This is an optimization exercise on Yosys and OpenROAD, whose aim is a short achievable clock period and few clock cycles per item, not a production implementation. Function was checked by simulation only, so behaviour that the tests miss may differ from the original. Power is estimated from default activity; no workload was simulated.

[flow/design.v]
package core_pkg;
    typedef enum logic [3:0] {
        OPC_ADDI = 4'h0,
        OPC_ADD  = 4'h1,
        OPC_SUB  = 4'h2,
        OPC_AND  = 4'h3,
        OPC_OR   = 4'h4,
        OPC_XOR  = 4'h5,
        OPC_SLL  = 4'h6,
        OPC_SRL  = 4'h7,
        OPC_LUI  = 4'h8,
        OPC_BEQ  = 4'h9,
        OPC_BNE  = 4'ha,
        OPC_JAL  = 4'hb
    } opcode_e;
    typedef enum logic [2:0] {
        ALU_ADD,
        ALU_SUB,
        ALU_AND,
        ALU_OR,
        ALU_XOR,
        ALU_SLL,
        ALU_SRL
    } alu_op_e;
    typedef struct packed {
        logic [32-1:0] pc;
        logic [32-1:0] instr;
    } fetch_entry_t;
    typedef struct packed {
        logic [32-1:0]   pc;
        alu_op_e                 alu_op;
        logic [3-1:0] rd;
        logic [3-1:0] rs1;
        logic [3-1:0] rs2;
        logic [32-1:0]   imm;
        logic                    use_imm;
        logic                    is_branch;
        logic                    branch_ne;
        logic                    is_jump;
        logic                    rd_we;
    } decoded_instr_t;
    typedef struct packed {
        decoded_instr_t        instr;
        logic [32-1:0] op_a;
        logic [32-1:0] op_b;
    } ex_entry_t;
    typedef struct packed {
        logic [32-1:0]   pc;
        logic [3-1:0] rd;
        logic [32-1:0]   wdata;
        logic                    we;
    } commit_t;
    typedef struct packed {
        logic                  valid;
        logic [32-1:0] target;
    } redirect_t;
endpackage
`timescale 1ns/1ps
module fetch_stage (
    input  logic                    clk_i,
    input  logic                    rst_ni,
    input  logic                    fetch_enable_i,
    input  logic [32-1:0]   boot_addr_i,
    input  core_pkg::redirect_t     redirect_i,
    output logic                    imem_req_o,
    output logic [32-1:0]   imem_addr_o,
    input  logic                    imem_valid_i,
    input  logic [32-1:0]   imem_rdata_i,
    output core_pkg::fetch_entry_t  fetch_entry_o,
    output logic                    fetch_valid_o
);
    logic [32-1:0] pc_q;
    logic [32-1:0] addr_q;
    logic [32-1:0] fetch_pc;
    logic                  boot_q;
    logic                  busy_q;
    logic                  drop_q;
    logic                  accept;
    logic                  valid_q;
    core_pkg::fetch_entry_t entry_q;
    assign fetch_pc = boot_q ? boot_addr_i : pc_q;
    assign imem_req_o  = busy_q | (fetch_enable_i & ~redirect_i.valid);
    assign imem_addr_o = busy_q ? addr_q : fetch_pc;
    assign accept = imem_valid_i & ~drop_q & ~redirect_i.valid;
    always_ff @(posedge clk_i or negedge rst_ni) begin
        if (!rst_ni) begin
            pc_q    <= '0;
            boot_q  <= 1'b1;
            busy_q  <= 1'b0;
            drop_q  <= 1'b0;
            valid_q <= 1'b0;
        end else begin
            busy_q  <= imem_req_o & ~imem_valid_i;
            drop_q  <= (drop_q | redirect_i.valid) & imem_req_o & ~imem_valid_i;
            valid_q <= accept;
            if (redirect_i.valid) begin
                pc_q   <= redirect_i.target;
                boot_q <= 1'b0;
            end else if (accept) begin
                pc_q   <= imem_addr_o + 32'd4;
                boot_q <= 1'b0;
            end
        end
    end
    always_ff @(posedge clk_i) begin
        addr_q <= imem_addr_o;
        if (accept) begin
            entry_q.pc    <= imem_addr_o;
            entry_q.instr <= imem_rdata_i;
        end
    end
    assign fetch_entry_o = entry_q;
    assign fetch_valid_o = valid_q;
endmodule
`timescale 1ns/1ps
module decode_stage (
    input  core_pkg::fetch_entry_t   fetch_entry_i,
    output core_pkg::decoded_instr_t decoded_o
);
    localparam int unsigned OPC_W = 4;
    core_pkg::opcode_e      opcode;
    logic [16-1:0] imm16;
    assign opcode = core_pkg::opcode_e'(fetch_entry_i.instr[28 +: OPC_W]);
    assign imm16  = fetch_entry_i.instr[16-1:0];
    always_comb begin
        decoded_o        = '0;
        decoded_o.pc     = fetch_entry_i.pc;
        decoded_o.rd     = fetch_entry_i.instr[25 +: 3];
        decoded_o.rs1    = fetch_entry_i.instr[22 +: 3];
        decoded_o.rs2    = fetch_entry_i.instr[19 +: 3];
        decoded_o.imm    = {{(32-16){imm16[16-1]}}, imm16};
        decoded_o.alu_op = core_pkg::ALU_ADD;
        case (opcode)
            core_pkg::OPC_ADDI: begin
                decoded_o.use_imm = 1'b1;
                decoded_o.rd_we   = 1'b1;
            end
            core_pkg::OPC_ADD: decoded_o.rd_we = 1'b1;
            core_pkg::OPC_SUB: begin
                decoded_o.alu_op = core_pkg::ALU_SUB;
                decoded_o.rd_we  = 1'b1;
            end
            core_pkg::OPC_AND: begin
                decoded_o.alu_op = core_pkg::ALU_AND;
                decoded_o.rd_we  = 1'b1;
            end
            core_pkg::OPC_OR: begin
                decoded_o.alu_op = core_pkg::ALU_OR;
                decoded_o.rd_we  = 1'b1;
            end
            core_pkg::OPC_XOR: begin
                decoded_o.alu_op = core_pkg::ALU_XOR;
                decoded_o.rd_we  = 1'b1;
            end
            core_pkg::OPC_SLL: begin
                decoded_o.alu_op = core_pkg::ALU_SLL;
                decoded_o.rd_we  = 1'b1;
            end
            core_pkg::OPC_SRL: begin
                decoded_o.alu_op = core_pkg::ALU_SRL;
                decoded_o.rd_we  = 1'b1;
            end
            core_pkg::OPC_LUI: begin
                decoded_o.rs1     = '0;
                decoded_o.imm     = {imm16, {(32-16){1'b0}}};
                decoded_o.use_imm = 1'b1;
                decoded_o.rd_we   = 1'b1;
            end
            core_pkg::OPC_BEQ: decoded_o.is_branch = 1'b1;
            core_pkg::OPC_BNE: begin
                decoded_o.is_branch = 1'b1;
                decoded_o.branch_ne = 1'b1;
            end
            core_pkg::OPC_JAL: begin
                decoded_o.is_jump = 1'b1;
                decoded_o.rd_we   = 1'b1;
            end
            default: ;
        endcase
        if (decoded_o.rd == '0) begin
            decoded_o.rd_we = 1'b0;
        end
    end
endmodule
`timescale 1ns/1ps
module issue_stage (
    input  logic                   clk_i,
    input  logic                   rst_ni,
    input  core_pkg::fetch_entry_t fetch_entry_i,
    input  logic                   fetch_valid_i,
    input  logic                   flush_i,
    input  core_pkg::commit_t      ex_fwd_i,
    input  logic                   ex_fwd_valid_i,
    input  core_pkg::commit_t      wb_i,
    input  logic                   wb_valid_i,
    output core_pkg::ex_entry_t    ex_entry_o,
    output logic                   ex_valid_o
);
    core_pkg::decoded_instr_t decoded;
    core_pkg::ex_entry_t      entry_q;
    logic                     valid_q;
    logic [32-1:0]    regs_q [8];
    logic [32-1:0]    op_a;
    logic [32-1:0]    op_b;
    decode_stage decode_stage_i (
        .fetch_entry_i ( fetch_entry_i ),
        .decoded_o     ( decoded       )
    );
    logic                  ex_fwd_we;
    logic                  wb_we;
    logic [3-1:0] ex_fwd_rd;
    logic [3-1:0] wb_rd;
    logic [32-1:0] ex_fwd_wdata;
    logic [32-1:0] wb_wdata;
    assign ex_fwd_we    = ex_fwd_valid_i & ex_fwd_i.we;
    assign ex_fwd_rd    = ex_fwd_i.rd;
    assign ex_fwd_wdata = ex_fwd_i.wdata;
    assign wb_we        = wb_valid_i & wb_i.we;
    assign wb_rd        = wb_i.rd;
    assign wb_wdata     = wb_i.wdata;
    always_comb begin
        if (decoded.rs1 == '0) begin
            op_a = '0;
        end else if (ex_fwd_we && ex_fwd_rd == decoded.rs1) begin
            op_a = ex_fwd_wdata;
        end else if (wb_we && wb_rd == decoded.rs1) begin
            op_a = wb_wdata;
        end else begin
            op_a = regs_q[decoded.rs1];
        end
        if (decoded.rs2 == '0) begin
            op_b = '0;
        end else if (ex_fwd_we && ex_fwd_rd == decoded.rs2) begin
            op_b = ex_fwd_wdata;
        end else if (wb_we && wb_rd == decoded.rs2) begin
            op_b = wb_wdata;
        end else begin
            op_b = regs_q[decoded.rs2];
        end
    end
    always_ff @(posedge clk_i) begin
        if (wb_we) begin
            regs_q[wb_rd] <= wb_wdata;
        end
    end
    always_ff @(posedge clk_i or negedge rst_ni) begin
        if (!rst_ni) begin
            valid_q <= 1'b0;
        end else begin
            valid_q <= fetch_valid_i & ~flush_i;
        end
    end
    always_ff @(posedge clk_i) begin
        entry_q.instr <= decoded;
        entry_q.op_a  <= op_a;
        entry_q.op_b  <= op_b;
    end
    assign ex_entry_o = entry_q;
    assign ex_valid_o = valid_q;
endmodule
`timescale 1ns/1ps
module ex_stage (
    input  logic                 clk_i,
    input  logic                 rst_ni,
    input  core_pkg::ex_entry_t  ex_entry_i,
    input  logic                 ex_valid_i,
    input  logic                 flush_i,
    output core_pkg::commit_t    result_o,
    output logic                 result_valid_o,
    output core_pkg::redirect_t  redirect_o
);
    localparam int unsigned SHAMT_W = $clog2(32);
    logic [32-1:0] op_b;
    logic [32-1:0] alu_res;
    logic [32-1:0] target;
    logic                  taken;
    logic                  redirect_valid_q;
    logic [32-1:0] redirect_target_q;
    assign op_b = ex_entry_i.instr.use_imm ? ex_entry_i.instr.imm : ex_entry_i.op_b;
    always_comb begin
        case (ex_entry_i.instr.alu_op)
            core_pkg::ALU_SUB: alu_res = ex_entry_i.op_a - op_b;
            core_pkg::ALU_AND: alu_res = ex_entry_i.op_a & op_b;
            core_pkg::ALU_OR:  alu_res = ex_entry_i.op_a | op_b;
            core_pkg::ALU_XOR: alu_res = ex_entry_i.op_a ^ op_b;
            core_pkg::ALU_SLL: alu_res = ex_entry_i.op_a << op_b[SHAMT_W-1:0];
            core_pkg::ALU_SRL: alu_res = ex_entry_i.op_a >> op_b[SHAMT_W-1:0];
            default:           alu_res = ex_entry_i.op_a + op_b;
        endcase
    end
    assign taken = ex_entry_i.instr.is_jump
                 | (ex_entry_i.instr.is_branch
                    & ((ex_entry_i.op_a == ex_entry_i.op_b) ^ ex_entry_i.instr.branch_ne));
    assign target = ex_entry_i.instr.pc + {ex_entry_i.instr.imm[32-3:0], 2'b00};
    assign result_o.pc    = ex_entry_i.instr.pc;
    assign result_o.rd    = ex_entry_i.instr.rd;
    assign result_o.we    = ex_entry_i.instr.rd_we;
    assign result_o.wdata = ex_entry_i.instr.is_jump ?
                            ex_entry_i.instr.pc + 32'd4 : alu_res;
    assign result_valid_o = ex_valid_i & ~flush_i;
    always_ff @(posedge clk_i or negedge rst_ni) begin
        if (!rst_ni) begin
            redirect_valid_q <= 1'b0;
        end else begin
            redirect_valid_q <= result_valid_o & taken;
        end
    end
    always_ff @(posedge clk_i) begin
        redirect_target_q <= target;
    end
    assign redirect_o.valid  = redirect_valid_q;
    assign redirect_o.target = redirect_target_q;
endmodule
`timescale 1ns/1ps
module commit_stage (
    input  logic              clk_i,
    input  logic              rst_ni,
    input  core_pkg::commit_t result_i,
    input  logic              result_valid_i,
    output core_pkg::commit_t commit_o,
    output logic              commit_valid_o
);
    core_pkg::commit_t commit_q;
    logic              commit_valid_q;
    always_ff @(posedge clk_i or negedge rst_ni) begin
        if (!rst_ni) begin
            commit_valid_q <= 1'b0;
        end else begin
            commit_valid_q <= result_valid_i;
        end
    end
    always_ff @(posedge clk_i) begin
        if (result_valid_i) begin
            commit_q <= result_i;
        end
    end
    assign commit_o       = commit_q;
    assign commit_valid_o = commit_valid_q;
endmodule
`timescale 1ns/1ps
module core_top (
    input  logic                  clk_i,
    input  logic                  rst_ni,
    input  logic                  fetch_enable_i,
    input  logic [32-1:0] boot_addr_i,
    output logic                  imem_req_o,
    output logic [32-1:0] imem_addr_o,
    input  logic                  imem_valid_i,
    input  logic [32-1:0] imem_rdata_i,
    output logic                  commit_valid_o,
    output logic [32-1:0] commit_pc_o,
    output logic [3-1:0] commit_rd_o,
    output logic [32-1:0] commit_wdata_o,
    output logic                  commit_we_o
);
    core_pkg::commit_t      commit_o;
    assign commit_pc_o    = commit_o.pc;
    assign commit_rd_o    = commit_o.rd;
    assign commit_wdata_o = commit_o.wdata;
    assign commit_we_o    = commit_o.we;
    logic                   fetch_enable;
    core_pkg::fetch_entry_t fetch_entry;
    logic                   fetch_valid;
    core_pkg::ex_entry_t    ex_entry;
    logic                   ex_valid;
    core_pkg::commit_t      ex_result;
    logic                   ex_result_valid;
    core_pkg::redirect_t    redirect;
    always_ff @(posedge clk_i or negedge rst_ni) begin
        if (!rst_ni) begin
            fetch_enable <= 1'b0;
        end else begin
            fetch_enable <= fetch_enable_i;
        end
    end
    fetch_stage fetch_stage_i (
        .clk_i          ( clk_i          ),
        .rst_ni         ( rst_ni         ),
        .fetch_enable_i ( fetch_enable   ),
        .boot_addr_i    ( boot_addr_i    ),
        .redirect_i     ( redirect       ),
        .imem_req_o     ( imem_req_o     ),
        .imem_addr_o    ( imem_addr_o    ),
        .imem_valid_i   ( imem_valid_i   ),
        .imem_rdata_i   ( imem_rdata_i   ),
        .fetch_entry_o  ( fetch_entry    ),
        .fetch_valid_o  ( fetch_valid    )
    );
    issue_stage issue_stage_i (
        .clk_i          ( clk_i           ),
        .rst_ni         ( rst_ni          ),
        .fetch_entry_i  ( fetch_entry     ),
        .fetch_valid_i  ( fetch_valid     ),
        .flush_i        ( redirect.valid  ),
        .ex_fwd_i       ( ex_result       ),
        .ex_fwd_valid_i ( ex_result_valid ),
        .wb_i           ( commit_o        ),
        .wb_valid_i     ( commit_valid_o  ),
        .ex_entry_o     ( ex_entry        ),
        .ex_valid_o     ( ex_valid        )
    );
    ex_stage ex_stage_i (
        .clk_i          ( clk_i           ),
        .rst_ni         ( rst_ni          ),
        .ex_entry_i     ( ex_entry        ),
        .ex_valid_i     ( ex_valid        ),
        .flush_i        ( redirect.valid  ),
        .result_o       ( ex_result       ),
        .result_valid_o ( ex_result_valid ),
        .redirect_o     ( redirect        )
    );
    commit_stage commit_stage_i (
        .clk_i          ( clk_i           ),
        .rst_ni         ( rst_ni          ),
        .result_i       ( ex_result       ),
        .result_valid_i ( ex_result_valid ),
        .commit_o       ( commit_o        ),
        .commit_valid_o ( commit_valid_o  )
    );
endmodule
[flow/run.sh]
#!/bin/bash
# synth_recipe.tcl (not shown) runs the flow's synth.tcl, then flattens the netlist and writes it again
# the make line also repeats each setting of config.mk as NAME=value (left out here)
make -C /OpenROAD-flow-scripts/flow DESIGN_CONFIG=/design/flow/config.mk WORK_HOME=/design/flow/orfs CLKGATE_MAP_FILE= SYNTH_SCRIPT=/design/flow/synth_recipe.tcl finish
[flow/config.mk]
export PLATFORM = sky130hd
export DESIGN_NAME = core_top
export DESIGN_NICKNAME = core_top
export VERILOG_FILES = /design/flow/design.v
export SDC_FILE = /design/flow/constraint.sdc
export NUM_CORES = 4
export LEC_CHECK = 0
export CAP_MARGIN = 20
export CORE_MARGIN = 2
export CORE_UTILIZATION = 40
export SLEW_MARGIN = 20
[flow/constraint.sdc]
create_clock -name core_clock -period 6.0 [get_ports {clk_i}]
set_input_delay 1.2000 -clock core_clock [delete_from_list [all_inputs] [get_ports {clk_i}]]
set_output_delay 1.2000 -clock core_clock [all_outputs]
set_load 0.01 [all_outputs]
==> flow_metrics.tcl <==
set metrics [dict create \
    status "finished clean" \
    syn_nets 3463 \
    synth_top_family_by_area "compound AO/OA/AOI/OAI gates" \
    postCtsResizedCells 0 \
    synth_compound_area_share_pct 14.5 \
    fp.dieW_um 301 \
    crit_fanout 20 \
    rrSetupSlack_ns 0.57 \
    row_count 109 \
    synthArstFlopShare_pct 6.34 \
    cp-end-kind "flop" \
    synth.top_cell.area_share_pct 32.7 \
    core-area_sq_um 88100 \
    grt_pass1_vias 26900 \
    synth_fa_ha_area_share_pct 4.64 \
    pre_cts_ws_ns 0.687 \
    finalSetupViolCount 0 \
    clock_skew_ns 0.0346 \
    tightestPinTransition_ns 1.08 \
    stdcell_area_sq_um 40600 \
    synth_ff_type "edfxtp_1" \
    clk_path_buf_depth 3 \
    post_cts_buffers 0 \
    cts.htree.levels 3 \
    syn_inst 3265 \
    syn_area_per_cell_sq_um 10.8 \
    period_share_pct 90.5 \
    ys_types 101 \
    drv_cap 0 \
    hold_class "flop to flop" \
    netlist_area_sq_um 35400 \
    drtAntennaViolNets 0 \
    clockRootBuffer "clkbuf_16" \
    synth_xor_xnor_area_share_pct 4.25 \
    numCtsBuffers 69 \
    placed_area_sq_um 38300 \
    synth_area_leaders "edfxtp_1 33%, dfxtp_1 12%, mux4_2 6.5%, mux2i_1 5.3%, ha_1 4.5%" \
    p_leak_nw 15.0 \
    drv_slew 0 \
    setup_tns_ns 0 \
    synthSimpleGateAreaFrac_pct 11.1 \
    yosysWarningCount 6 \
    power-per-cell-area_nw_per_um2 383 \
    cp_slowest_cell "dfxtp_2" \
    clk_latency_ns 0.62 \
    p_switching_w 0.00557 \
    synthMuxAreaShare_pct 14.1 \
    vdd_drop_max_v 0.000210 \
    antenna_found_initial 0 \
    start_util_pct 40.2 \
    critPathLaunchType "flop" \
    slowest_delay_ns 0.76 \
    cp.arrival_ns 5.98 \
    yosysMostFrequentCell "edfxtp_1" \
    layout_setup_ws_ns 0.567 \
    routabilityCongestion 1.00 \
    hold-worst-slack_ns 0.335 \
    vias_per_cell 6.06 \
    grt_usage_pct 26.7 \
    cts_tree "done" \
    drive_gt1_share_pct 12.4 \
    synth_area_leader_cell "edfxtp_1" \
    num-nets-final 3572 \
    wirelength_um 123000 \
    drt-wirelength-per-cell_um 26.8 \
    path_clk_slew_ns 0.06 \
    relSlewSlack_pct 28.0 \
    route.detailed.drc 0 \
    p_int_w 0.00998 \
    cp_cell_sequence "or3b_1 > o22ai_1 > nand2_1 > or3_1 > nor3_2 > nand3_1 > nand2_1 > xnor2_1 > ha_1 > and2_1 > a21oi_1 > o21bai_1 > a21oi_1 > o21ai_0 > a21oi_1 > nand3_1 > a32oi_1 > o221a_2" \
    dr.pass1.iters 6 \
    path_class "flop to flop" \
    drt_iter0_drc 2817 \
    route.vias.total 27800 \
    comb_power_share_pct 32.3 \
    p_clk_share_pct 27.8 \
    worst-path-buf-inv 0 \
    ys_seq_area_share_pct 47.1 \
    io_buffers 166 \
    grt_pass1_wl_um 181000 \
    cts.hold.buffers_added 0 \
    grt_max_degree 66 \
    ios 170 \
    fmax_mhz 184 \
    p_sw_share_pct 35.8 \
    synth_common_cells "385 x edfxtp_1, 312 x nand2_1, 206 x dfxtp_1, 193 x nor2_1" \
    hold_viol_final 0 \
    synth-seq-cells 631 \
    globalRouteOverflowTotal 0 \
    required_ns 6.55 \
    rsz0062_at_grt "false" \
    dp_hpwl_um 86000 \
    area_growth_pct 14.8 \
    fin_crit_ns 5.43 \
    path_delay_family "simple AND/OR/NAND/NOR gates" \
    crit_top_cell "a21oi_1" \
    die_area_sq_um 90900 \
    p_seq_share_pct 39.8 \
    die_h_um 301 \
    clock-sinks 631 \
    synth_edf_count 385 \
]
[metrics by stage]
step	cells	power (W)	util (%)
3_5_place_dp	4468	0.0112	43.5
6_report	4595	0.0155	46.1
2_1_floorplan	3265	0.00910	-
3_3_place_gp	4468	0.0112	43.5
5_1_grt	4594	0.0162	46.1
4_1_cts	4594	0.0155	46.1
[worst paths after layout]
kind,end,cells after the start,from
max reg2reg,issue_stage_i.entry_q[61]$_SDFF_PN0_,18,issue_stage_i.entry_q[68]$_DFF_P_
min,issue_stage_i.entry_q[114]$_DFF_P_,0,fetch_stage_i.entry_q[33]$_DFFE_PP_
min reg2reg,issue_stage_i.entry_q[114]$_DFF_P_,0,fetch_stage_i.entry_q[33]$_DFFE_PP_
max,issue_stage_i.entry_q[61]$_SDFF_PN0_,18,issue_stage_i.entry_q[68]$_DFF_P_
min in group asynchronous,fetch_stage_i.busy_q$_DFF_PN0_,2,rst_ni
max in group asynchronous,fetch_stage_i.pc_q[27]$_DFFE_PN0P_,2,rst_ni
[cell type report]
class / instances / area (sq um)
clock inverters: 36 / 438
inverters: 136 / 510
clock buffers: 90 / 1880
fillers: 8256 / 47500
diodes: 1 / 2.50
repair buffers: 253 / 2320
well taps: 1165 / 1460
multi-input cells: 2283 / 17300
flip-flops and latches: 631 / 16700
[routing by layer]
layer / vias to the layer above / share of wire [%] / wire length, um / track usage [%]
met1: 13800 / 42 / 52100 / 37.2
met4: 0 / 4.9 / 6040 / 12.0
li1: 12500 / - / - / -
met5: - / 0 / 0 / 0
met2: 1283 / 44 / 54600 / 40.7
met3: 265 / 8.4 / 10300 / 4.75
[power by group through the flow]
stage	Clock, W	Combinational (W)	Sequential [W]
6_report	0.00433	0.00502	0.00619
5_1_grt	0.00456	0.00538	0.00627
4_1_cts	0.00439	0.00493	0.00619
3_5_place_dp	0	0.00490	0.00626
3_3_place_gp	0	0.00491	0.00626
2_1_floorplan	0	0.00314	0.00596
[flip-flops by register name, indices dropped and copies added, names as in the netlist, named ones only]
register	cells
issue_stage_i.regs_q	256
issue_stage_i.entry_q	139
commit_stage_i.commit_q	68
fetch_stage_i.entry_q	61
ex_stage_i.redirect_target_q	32
fetch_stage_i.addr_q	32
fetch_stage_i.pc_q	32
commit_stage_i.commit_valid_q	1
ex_stage_i.redirect_valid_q	1
fetch_enable	1
fetch_stage_i.boot_q	1
fetch_stage_i.busy_q	1
fetch_stage_i.drop_q	1
fetch_stage_i.valid_q	1
issue_stage_i.valid_q	1
[cell families (layout without fill, tap and decap cells)]
kind of cell	after synthesis	count (layout)
flip-flops	631	631
buffers and inverters	351	515
other	0	1
AO/OA/AOI/OAI	788	788
multiplexers	356	356
XOR/XNOR	171	171
adder cells (fa/ha/maj)	130	130
AND/OR/NAND/NOR	838	838
[cells in the final DEF (no fill, tap or decap), types with 16 or more instances in the layout]
cell type        count
a211oi_1           113
a21o_1              28
a21oi_1            188
a22oi_1             43
a311oi_1            35
a31oi_1             16
and2_1              28
and3_1              46
buf_4               86
clkbuf_1            16
clkbuf_16           71
clkdlybuf4s50_1    165
dfrtp_1             38
dfxtp_1            201
edfxtp_1           385
ha_1               128
inv_1              129
mux2_2              55
mux2i_1            186
mux4_2             102
nand2_1            309
nand3_1             86
nand4_1             27
nor2_1             190
nor3_1              45
o211ai_1            22
o21ai_0            171
o21ai_1             17
o22ai_1             29
xnor2_1            125
xor2_1              45
Testbench counts, summed over its fixed seeds: cycles 49,831, instrs 32,000.

[port drivers added, routing unchanged]
The results above use ideal ports. As a check the final layout listed here was re-extracted and re-timed, cells and wires unchanged. Step 1, drivers: a clkbuf_16 drives clk_i and a buf_2 each remaining input, both assumed. Step 2 also shifts input and output timing later by t, the mid clock arrival at the registers, as if the neighbouring blocks saw the same clock. Slacks: no drivers / after step 1 / after step 2; pairs: no drivers / after step 1.
t (ns): 0.680
setup slack, ns: 0.567 / 0.567 / 0.567
worst setup path at the end: register to register
slew at the worst register clock pin (ns): 0.07 / 0.07
After both steps setup and hold are still met in this run. For this run, drivers alone change the setup slack by 0.000 ns; drivers and shift together by 0.000 ns.
